What follows belongs to an exercise in optimizing a design on an open flow for small area, a short achievable clock period and few clock cycles; a production flow would make more cautious choices. No activity file was given, so power comes from the tool's default toggle rates.

## pool_accel
module pool_accel (
    input  logic        clk,
    input  logic        rst,
    input  logic        cmd_valid_i,
    input  logic [1:0]  cmd_op_i,
    input  logic [31:0] cmd_rj_i,
    input  logic [31:0] cmd_rk_i,
    output logic        rsp_valid_o,
    output logic        wb_cyc_o,
    output logic        wb_stb_o,
    output logic        wb_we_o,
    output logic [31:0] wb_adr_o,
    output logic [31:0] wb_dat_o,
    input  logic [31:0] wb_dat_i,
    input  logic        wb_ack_i
);
    logic [31:0] src_q;
    logic [31:0] dst_q;
    logic [7:0]  w_q;
    logic [7:0]  h_q;
    logic [1:0]  k_q;       
    logic [1:0]  s_q;       
    logic        mode_q;    
    logic        busy_q;
    logic        rsp_q;
    logic        cmd_acc;
    logic        conf_acc;
    logic        dest_acc;
    logic        run_acc;
    logic        fits;
    assign cmd_acc  = cmd_valid_i && !busy_q;
    assign conf_acc = cmd_acc && (cmd_op_i == 2'd0);
    assign dest_acc = cmd_acc && (cmd_op_i == 2'd1);
    assign run_acc  = cmd_acc && (cmd_op_i == 2'd2);
    assign fits     = ({6'd0, k_q} <= w_q) && ({6'd0, k_q} <= h_q);
    always_ff @(posedge clk) begin
        if (conf_acc) begin
            src_q  <= cmd_rj_i;
            k_q    <= (cmd_rk_i[1:0] == 2'd0) ? 2'd1 : cmd_rk_i[1:0];
            s_q    <= (cmd_rk_i[3:2] == 2'd0) ? 2'd1 : cmd_rk_i[3:2];
            mode_q <= cmd_rk_i[4];
            w_q    <= cmd_rk_i[15:8];
            h_q    <= cmd_rk_i[23:16];
        end
        if (dest_acc) begin
            dst_q <= cmd_rj_i;
        end
    end
    logic        k1;
    logic        k3;
    logic [12:0] w4;        
    logic [12:0] km1w4;     
    logic [12:0] sw4;       
    logic [1:0]  jump;      
    assign k1    = (k_q == 2'd1);
    assign k3    = (k_q == 2'd3);
    assign w4    = {3'd0, w_q, 2'd0};
    assign km1w4 = k3 ? {2'd0, w_q, 3'd0} : (k1 ? 13'd0 : w4);
  ...
For scale: ~2000 cells after synthesis, about 21000 um2 of cells after synthesis.
export LEC_CHECK = 0
export CAP_MARGIN = 20
export CORE_MARGIN = 2
export CORE_UTILIZATION = 40
export SLEW_MARGIN = 20
create_clock -name core_clock -period 10.0 [get_ports {clk}]
standard.sh (not shown) runs the stock make flow with config.mk's settings and CLKGATE_MAP_FILE= SYNTH_SCRIPT=/design/flow/synth_recipe.tcl, a recipe that flattens the netlist after the stock synthesis.
==> flow/flow/run.sh <==
#!/bin/bash
# The standard layout, with the port buffers made of plain buffers and a
# larger setup margin for the timing repair.
set -euo pipefail
export BUFFER_PORTS_ARGS="-buffer_cell sky130_fd_sc_hd__buf_1"
bash standard.sh SETUP_SLACK_MARGIN=6.5 finish > layout.log 2>&1
The starting point completed without violations.
==> next run, changes <==
CTS_CLUSTER_DIAMETER = 60   (was unset)
CTS_CLUSTER_SIZE = 30   (was unset)
After rerunning:
- The changed run finished with timing, DRC and antenna clean
- first-iteration DRC count drops by 2.0%
- die area stays the same
- total power drops by 7.0%
- routed wire length hardly moves
- sequential power is about the same
- synthesized area stays the same
- via count is about the same
- worst hold slack improves by 3.7 ps
No functional check of the RTL was part of any run of this note.

## run 2
Another version of the RTL of pool_accel (not shown whole).
Size: about 1900 cells after synthesis, ~360 flip-flops, roughly 170 I/O pins, roughly 20000 sq um of cells after synthesis.
Design pool_accel, start of the top module:
module pool_accel (
    input  logic        clk,
    input  logic        rst,
    input  logic        cmd_valid_i,
    input  logic [1:0]  cmd_op_i,
    input  logic [31:0] cmd_rj_i,
    input  logic [31:0] cmd_rk_i,
    output logic        rsp_valid_o,
    output logic        wb_cyc_o,
    output logic        wb_stb_o,
    output logic        wb_we_o,
    output logic [31:0] wb_adr_o,
    output logic [31:0] wb_dat_o,
    input  logic [31:0] wb_dat_i,
    input  logic        wb_ack_i
);
make LEC_CHECK=0 CAP_MARGIN=20 CORE_MARGIN=2 CORE_UTILIZATION=40 CTS_BUF_LIST='sky130_fd_sc_hd__clkbuf_4 sky130_fd_sc_hd__clkbuf_8' CTS_CLUSTER_SIZE=30 SLEW_MARGIN=20 finish   # period 10.0 ns
run.sh (not shown) runs the stock make flow with config.mk's settings and CLKGATE_MAP_FILE= SYNTH_SCRIPT=/design/flow/synth_recipe.tcl, a recipe that flattens the netlist after the stock synthesis.
Stock flow here: none of the scripts above is used.
diff inputs: run 2 => run 1
- CTS_CLUSTER_SIZE removed (was 30)
- CTS_BUF_LIST changed from sky130_fd_sc_hd__clkbuf_4 sky130_fd_sc_hd__clkbuf_8 to sky130_fd_sc_hd__clkbuf_4
==> run notes <==
Re routed wire length: run 1 and run 2 aren't equal, and the lower value belongs to run 2.
Antenna cell count | run 1 above run 2
Relative to run 2, proportion of layout cells with a drive suffix above 1 increased by 2.3 points in run 1.
The maximum clock frequency of run 1 is higher than that of run 2.
Summary: with run 2 as the reference, global-route wire length before repair in run 1 moved up slightly.
The lower worst hold slack across all endpoints came out of run 2.
Looking at headroom to the max-slew limit, run 1 sits 0.85 points lower than run 2 does.
The wire length on met2 in run 1 sits about 0.7% above the value recorded for run 2.
Comparing the two runs side by side, run 1 comes out ahead of run 2 on post-route minimum period.
Diff run 1..run 2 | number of sequential storage elements | unchanged
No functional check of the RTL was part of any run of this note.

## port drivers added, routing unchanged
Ports are ideal in the flow. The routed layouts listed here were re-timed in OpenROAD. Step 1, drivers: a clkbuf_16 drives clk and a buf_2 each remaining input, both assumed. Step 2 moves the port delays by t, midway between the first and last clock arrival at a register: inputs arrive t later, outputs are due t later. That takes back most of the time a late clock gives input paths. Three values: no drivers, after step 1, after step 2; two values: the first two.
run | t (ns) | setup WS [ns] | worst hold slack (ns)
the first run of note 1 | 0.630 | 6.005 / 6.005 / 5.999 | 0.342 / 0.342 / 0.342
the second run of note 1 | 0.609 | 6.056 / 6.056 / 5.994 | 0.346 / 0.346 / 0.346
run 2 | 0.705 | 4.561 / 4.561 / 4.561 | 0.337 / 0.337 / 0.337
run 1 | 0.903 | 4.594 / 4.594 / 4.594 | 0.349 / 0.349 / 0.349
After both steps setup and hold are still met in every run listed. For the second run of note 1, which loses most, drivers alone change the setup slack by 0.000 ns; drivers and shift together by -0.062 ns.
